This design comes from an exercise in tuning for small area on the open sky130 flow, not from production work. The RTL was checked by simulation tests, not by an equivalence proof against the original design.

==> inputs of trial 65 <==
Design upcoin_top, start of the top module:
module upcoin_top (
  input  logic clk,
  input  logic block_load,
  input  logic sck,
  input  logic sdi,
  output logic sdo,
  output logic done
);
export LEC_CHECK = 0
export CAP_MARGIN = 20
export CORE_MARGIN = 2
export CORE_UTILIZATION = 65
export CTS_BUF_LIST = sky130_fd_sc_hd__clkbuf_8
export CTS_CLUSTER_DIAMETER = 45
export CTS_CLUSTER_SIZE = 15
export SLEW_MARGIN = 20
export SYNTH_HIERARCHICAL = 1
export SYNTH_MINIMUM_KEEP_SIZE = 0
create_clock -name core_clock -period 10.0 [get_ports {clk}]
standard.sh (not shown) runs the stock make flow with config.mk's settings and CLKGATE_MAP_FILE= SYNTH_SCRIPT=/design/flow/synth_recipe.tcl, a recipe that flattens the netlist after the stock synthesis.
==> flow/flow/run.sh <==
#!/bin/bash
set -euo pipefail
cd "$(dirname "$0")/.."
export CTS_ARGS="-sink_clustering_enable -repair_clock_nets -dont_use_dummy_load -buf_list sky130_fd_sc_hd__clkbuf_8 -sink_clustering_size 15 -sink_clustering_max_diameter 45"
bash standard.sh > standard_flow.log 2>&1
==> trial 50: changes against trial 65 <==
--- a/flow/design.v
+++ b/flow/design.v
@@ -184,17 +184,17 @@
   assign nb_d = (p[2:0] + cnt[7:5] == 3'd0) ? a[~cnt[4:0]] : nb;
   sha256_pkg::word_t next_word, ins_word, win_in;
   sha256_pkg::word_t n2_w, n4_w, v1_w, m2_w, q2_w, e2_w, a2_w, a4_w;
   sha256_pkg::word_t n1, n2, n3, n4;
   sha256_csa csa_n1_i (.x(sha256_pkg::small_sigma1(win[14])), .y(win[9]), .z(sha256_pkg::small_sigma0(win[1])), .s(n1), .c(n2_w));
   assign n2 = {n2_w[30:0], 1'b0};
   sha256_csa csa_n3_i (.x(n1), .y(n2), .z(win[0]), .s(n3), .c(n4_w));
   assign n4 = {n4_w[30:0], 1'b0};
-  assign next_word = sha256_pkg::add_ci(n3, n4, 11);
+  assign next_word = sha256_pkg::add_ci(n3, n4, 16);
   assign ins_word  = {win[0][29:0], pb[0], pb[1]};
   assign win_in    = sched ? next_word : (ins ? ins_word : win[0]);
   always_ff @(posedge clk) begin
     for (int i = 0; i < 15; i++) win[i] <= win[i+1];
     win[15] <= win_in;
   end
   sha256_pkg::word_t kc, dg, u1, v1, m1, m2, q1, q2, e1, e2, a1, a2, a3, a4;
   sha256_pkg::word_t a_rnd, a_in, e_in;
@@ -842,17 +842,17 @@
   sha256_csa csa_q1_i (.x(m1 & {32{round}}), .y(m2 & {32{round}}), .z(kc), .s(q1), .c(q2_w));
   assign q2 = {q2_w[30:0], 1'b0};
   sha256_csa csa_e1_i (.x(dg), .y(q1), .z(q2), .s(e1), .c(e2_w));
   assign e2 = {e2_w[30:0], 1'b0};
   sha256_csa csa_a1_i (.x(q1), .y(q2), .z(sha256_pkg::big_sigma0(a)), .s(a1), .c(a2_w));
   assign a2 = {a2_w[30:0], 1'b0};
   sha256_csa csa_a3_i (.x(a1), .y(a2), .z(sha256_pkg::maj(a, b, c)), .s(a3), .c(a4_w));
   assign a4 = {a4_w[30:0], 1'b0};
-  assign e_in  = sha256_pkg::add_ci(e1, e2, 8);
+  assign e_in  = sha256_pkg::add_ci(e1, e2, 11);
   assign a_rnd = sha256_pkg::add(a3, a4);
   assign a_in  = round ? a_rnd : h;
   always_ff @(posedge clk) begin
     a <= a_in;
     b <= a;
     c <= b;
     d <= c;
     e <= e_in;
==> flow/flow/run.sh (replaced) <==
#!/bin/bash
set -euo pipefail
cd "$(dirname "$0")/.."
export CTS_ARGS="-sink_clustering_enable -repair_clock_nets -dont_use_dummy_load -buf_list sky130_fd_sc_hd__clkbuf_16 -sink_clustering_size 30 -sink_clustering_max_diameter 70"
bash standard.sh > standard_flow.log 2>&1
Settings changed: CTS_BUF_LIST sky130_fd_sc_hd__clkbuf_8 to sky130_fd_sc_hd__clkbuf_16, CTS_CLUSTER_DIAMETER 45 to 70, CTS_CLUSTER_SIZE 15 to 30.
==> trial 60: changes against trial 65 <==
--- a/flow/design.v
+++ b/flow/design.v
@@ -184,17 +184,17 @@
   assign nb_d = (p[2:0] + cnt[7:5] == 3'd0) ? a[~cnt[4:0]] : nb;
   sha256_pkg::word_t next_word, ins_word, win_in;
   sha256_pkg::word_t n2_w, n4_w, v1_w, m2_w, q2_w, e2_w, a2_w, a4_w;
   sha256_pkg::word_t n1, n2, n3, n4;
   sha256_csa csa_n1_i (.x(sha256_pkg::small_sigma1(win[14])), .y(win[9]), .z(sha256_pkg::small_sigma0(win[1])), .s(n1), .c(n2_w));
   assign n2 = {n2_w[30:0], 1'b0};
   sha256_csa csa_n3_i (.x(n1), .y(n2), .z(win[0]), .s(n3), .c(n4_w));
   assign n4 = {n4_w[30:0], 1'b0};
-  assign next_word = sha256_pkg::add_ci(n3, n4, 11);
+  assign next_word = sha256_pkg::add_ci(n3, n4, 16);
   assign ins_word  = {win[0][29:0], pb[0], pb[1]};
   assign win_in    = sched ? next_word : (ins ? ins_word : win[0]);
   always_ff @(posedge clk) begin
     for (int i = 0; i < 15; i++) win[i] <= win[i+1];
     win[15] <= win_in;
   end
   sha256_pkg::word_t kc, dg, u1, v1, m1, m2, q1, q2, e1, e2, a1, a2, a3, a4;
   sha256_pkg::word_t a_rnd, a_in, e_in;
@@ -842,17 +842,17 @@
   sha256_csa csa_q1_i (.x(m1 & {32{round}}), .y(m2 & {32{round}}), .z(kc), .s(q1), .c(q2_w));
   assign q2 = {q2_w[30:0], 1'b0};
   sha256_csa csa_e1_i (.x(dg), .y(q1), .z(q2), .s(e1), .c(e2_w));
   assign e2 = {e2_w[30:0], 1'b0};
   sha256_csa csa_a1_i (.x(q1), .y(q2), .z(sha256_pkg::big_sigma0(a)), .s(a1), .c(a2_w));
   assign a2 = {a2_w[30:0], 1'b0};
   sha256_csa csa_a3_i (.x(a1), .y(a2), .z(sha256_pkg::maj(a, b, c)), .s(a3), .c(a4_w));
   assign a4 = {a4_w[30:0], 1'b0};
-  assign e_in  = sha256_pkg::add_ci(e1, e2, 8);
+  assign e_in  = sha256_pkg::add_ci(e1, e2, 11);
   assign a_rnd = sha256_pkg::add(a3, a4);
   assign a_in  = round ? a_rnd : h;
   always_ff @(posedge clk) begin
     a <= a_in;
     b <= a;
     c <= b;
     d <= c;
     e <= e_in;
==> flow/flow/run.sh (replaced) <==
#!/bin/bash
set -euo pipefail
cd "$(dirname "$0")/.."
export CTS_ARGS="-sink_clustering_enable -repair_clock_nets -dont_use_dummy_load -buf_list sky130_fd_sc_hd__clkbuf_16 -sink_clustering_size 26 -sink_clustering_max_diameter 80"
bash standard.sh > standard_flow.log 2>&1
Settings changed: CTS_BUF_LIST sky130_fd_sc_hd__clkbuf_8 to sky130_fd_sc_hd__clkbuf_16, CTS_CLUSTER_DIAMETER 45 to 80, CTS_CLUSTER_SIZE 15 to 26.
==> trial 49: changes against trial 65 <==
--- a/flow/design.v
+++ b/flow/design.v
@@ -64,34 +64,16 @@
     for (int l = word_w / 4; l >= 1; l = l / 2) begin
       for (int i = 3 * l - 1; i < word_w; i = i + 2 * l) begin
         gg[i] = gg[i] | (pp[i] & gg[i-l]);
         pp[i] = pp[i] & pp[i-l];
       end
     end
     add = x ^ y ^ {gg[word_w-2:0], 1'b0};
   endfunction
-  function automatic logic [word_w-1:0] add_ci(input logic [word_w-1:0] x, input logic [word_w-1:0] y, input integer bs);
-    logic [word_w-1:0] s0;
-    logic c, cin, t;
-    cin = 1'b0;
-    for (int j = 0; j < word_w; j = j + bs) begin
-      c = 1'b0;
-      for (int i = j; i < j + bs && i < word_w; i++) begin
-        s0[i] = x[i] ^ y[i] ^ c;
-        c = (x[i] & y[i]) | (c & (x[i] ^ y[i]));
-      end
-      t = 1'b1;
-      for (int i = j; i < j + bs && i < word_w; i++) begin
-        add_ci[i] = s0[i] ^ (cin & t);
-        t = t & s0[i];
-      end
-      cin = c | (cin & t);
-    end
-  endfunction
 endpackage
 `default_nettype wire
 `default_nettype none
 module sha256_csa (
   input  sha256_pkg::word_t x,
   input  sha256_pkg::word_t y,
   input  sha256_pkg::word_t z,
   output sha256_pkg::word_t s,
@@ -184,17 +166,17 @@
   assign nb_d = (p[2:0] + cnt[7:5] == 3'd0) ? a[~cnt[4:0]] : nb;
   sha256_pkg::word_t next_word, ins_word, win_in;
   sha256_pkg::word_t n2_w, n4_w, v1_w, m2_w, q2_w, e2_w, a2_w, a4_w;
   sha256_pkg::word_t n1, n2, n3, n4;
   sha256_csa csa_n1_i (.x(sha256_pkg::small_sigma1(win[14])), .y(win[9]), .z(sha256_pkg::small_sigma0(win[1])), .s(n1), .c(n2_w));
   assign n2 = {n2_w[30:0], 1'b0};
   sha256_csa csa_n3_i (.x(n1), .y(n2), .z(win[0]), .s(n3), .c(n4_w));
   assign n4 = {n4_w[30:0], 1'b0};
-  assign next_word = sha256_pkg::add_ci(n3, n4, 11);
+  assign next_word = sha256_pkg::add(n3, n4);
   assign ins_word  = {win[0][29:0], pb[0], pb[1]};
   assign win_in    = sched ? next_word : (ins ? ins_word : win[0]);
   always_ff @(posedge clk) begin
     for (int i = 0; i < 15; i++) win[i] <= win[i+1];
     win[15] <= win_in;
   end
   sha256_pkg::word_t kc, dg, u1, v1, m1, m2, q1, q2, e1, e2, a1, a2, a3, a4;
   sha256_pkg::word_t a_rnd, a_in, e_in;
@@ -842,17 +824,17 @@
   sha256_csa csa_q1_i (.x(m1 & {32{round}}), .y(m2 & {32{round}}), .z(kc), .s(q1), .c(q2_w));
   assign q2 = {q2_w[30:0], 1'b0};
   sha256_csa csa_e1_i (.x(dg), .y(q1), .z(q2), .s(e1), .c(e2_w));
   assign e2 = {e2_w[30:0], 1'b0};
   sha256_csa csa_a1_i (.x(q1), .y(q2), .z(sha256_pkg::big_sigma0(a)), .s(a1), .c(a2_w));
   assign a2 = {a2_w[30:0], 1'b0};
   sha256_csa csa_a3_i (.x(a1), .y(a2), .z(sha256_pkg::maj(a, b, c)), .s(a3), .c(a4_w));
   assign a4 = {a4_w[30:0], 1'b0};
-  assign e_in  = sha256_pkg::add_ci(e1, e2, 8);
+  assign e_in  = sha256_pkg::add(e1, e2);
   assign a_rnd = sha256_pkg::add(a3, a4);
   assign a_in  = round ? a_rnd : h;
   always_ff @(posedge clk) begin
     a <= a_in;
     b <= a;
     c <= b;
     d <= c;
     e <= e_in;
==> flow/flow/run.sh (replaced) <==
#!/bin/bash
set -euo pipefail
cd "$(dirname "$0")/.."
export CTS_ARGS="-sink_clustering_enable -repair_clock_nets -dont_use_dummy_load -buf_list sky130_fd_sc_hd__clkbuf_8 -sink_clustering_size 18 -sink_clustering_max_diameter 50"
bash standard.sh > standard_flow.log 2>&1
Settings changed: CTS_CLUSTER_DIAMETER 45 to 50, CTS_CLUSTER_SIZE 15 to 18.
==> metrics.cfg <==
[outcome]
status=finished clean

[power]
clockPowerShare=0.323

[global_routing]
grt_util_met2=0.582
use_met1=0.479

[final_layout]
fillers=3485
seq_share=0.466
final_nets=2994
clock_buffers=38

[synthesis]
synth_top_area_share=0.472

[setup_path]
worstPathRequired_ns=10.47
worstPathArrival_ns=9.48
crit_end=e[31]$_DFF_P_

[placed_design]
place_ws_ns=0.971

[timing]
period_needed_ns=9.01

[detailed_routing]
route.met2.wl_um=43100
wl_met1_um=36400
drt_iter0_drc=2207

The numbers above come from trial 50.

==> metrics.cfg <==
[timing]
skew_ns=0.122
worst_pin_slew_ns=1.10
holdWs_ns=0.305
period_needed_ns=8.95

[placed_design]
place_ws_ns=0.971

[detailed_routing]
drt_iter0_drc=2259
wl_met1_um=35800

[power]
clockPowerShare=0.329

[clock_network]
cts_hold_buffers=0

[synthesis]
yosysSeqAreaShare=0.492
syn_inst=2601

[setup_path]
worstPathArrival_ns=9.42

[outcome]
status=finished clean

[final_layout]
fillers=3480
final_nets=2996

[global_routing]
use_met3=0.0831

The numbers above come from trial 60.

==> metrics.cfg <==
[synthesis]
synth_top_area_share=0.465

[setup_path]
worstPathArrival_ns=8.25

[final_layout]
clock_buffers=61
final_nets=3101
seq_share=0.462

[detailed_routing]
wl_met1_um=36800
route.met2.wl_um=41200
drt_iter0_drc=2304

[global_routing]
grt_util_met2=0.545
use_met1=0.497

[power]
clockPowerShare=0.302

[timing]
period_needed_ns=7.74

[outcome]
status=finished clean

The numbers above come from trial 49.

==> metrics.cfg <==
[outcome]
status=finished clean

[detailed_routing]
wl_met1_um=36700
route.met2.wl_um=41200
drt_iter0_drc=2143

[final_layout]
fillers=3631
seq_share=0.463
final_nets=3054
clock_buffers=80

[power]
clockPowerShare=0.335
sw_frac_of_total=0.219
clk-power_mw=1.71

[synthesis]
syn-cell-area_um2=32900

[die]
die_area_um2=52400

[setup_path]
worstPathRequired_ns=10.64
worstPathArrival_ns=8.56
crit_end=e[30]$_DFF_P_

[timing]
skew_ns=0.0807

The numbers above come from trial 65.

==> re-timing with driven ports <==
The flow's constraints put no driver on any port. The routed layouts listed below were extracted and timed again, unchanged, in two steps.
Step 1 (the two cells are an assumption about what drives the block):
set clk [get_ports {clk}]
set_driving_cell -lib_cell sky130_fd_sc_hd__clkbuf_16 $clk
set_driving_cell -lib_cell sky130_fd_sc_hd__buf_2 [delete_from_list [all_inputs] $clk]
Step 2 times the ports against the registers' clock, not the clock port: input delays grow and output delays shrink by t, the midpoint of the rising clock arrivals with the driver on.
a / b / c = ideal / step 1 / step 2; a / b = the first two.
run | shift t [ns] | slack for setup (ns) | worst hold slack (ns) | cell pins on the clock port's net
trial 65 | 0.718 | 2.082 / 2.082 / 2.082 | 0.294 / 0.294 / 0.294 | 1
trial 50 | 0.613 | 0.994 / 0.994 / 0.994 | 0.262 / 0.262 / 0.262 | 1
trial 60 | 0.621 | 1.053 / 1.053 / 1.053 | 0.305 / 0.305 / 0.305 | 1
trial 49 | 0.717 | 2.260 / 2.260 / 2.260 | 0.297 / 0.297 / 0.297 | 1
After both steps setup and hold are still met in every run listed.
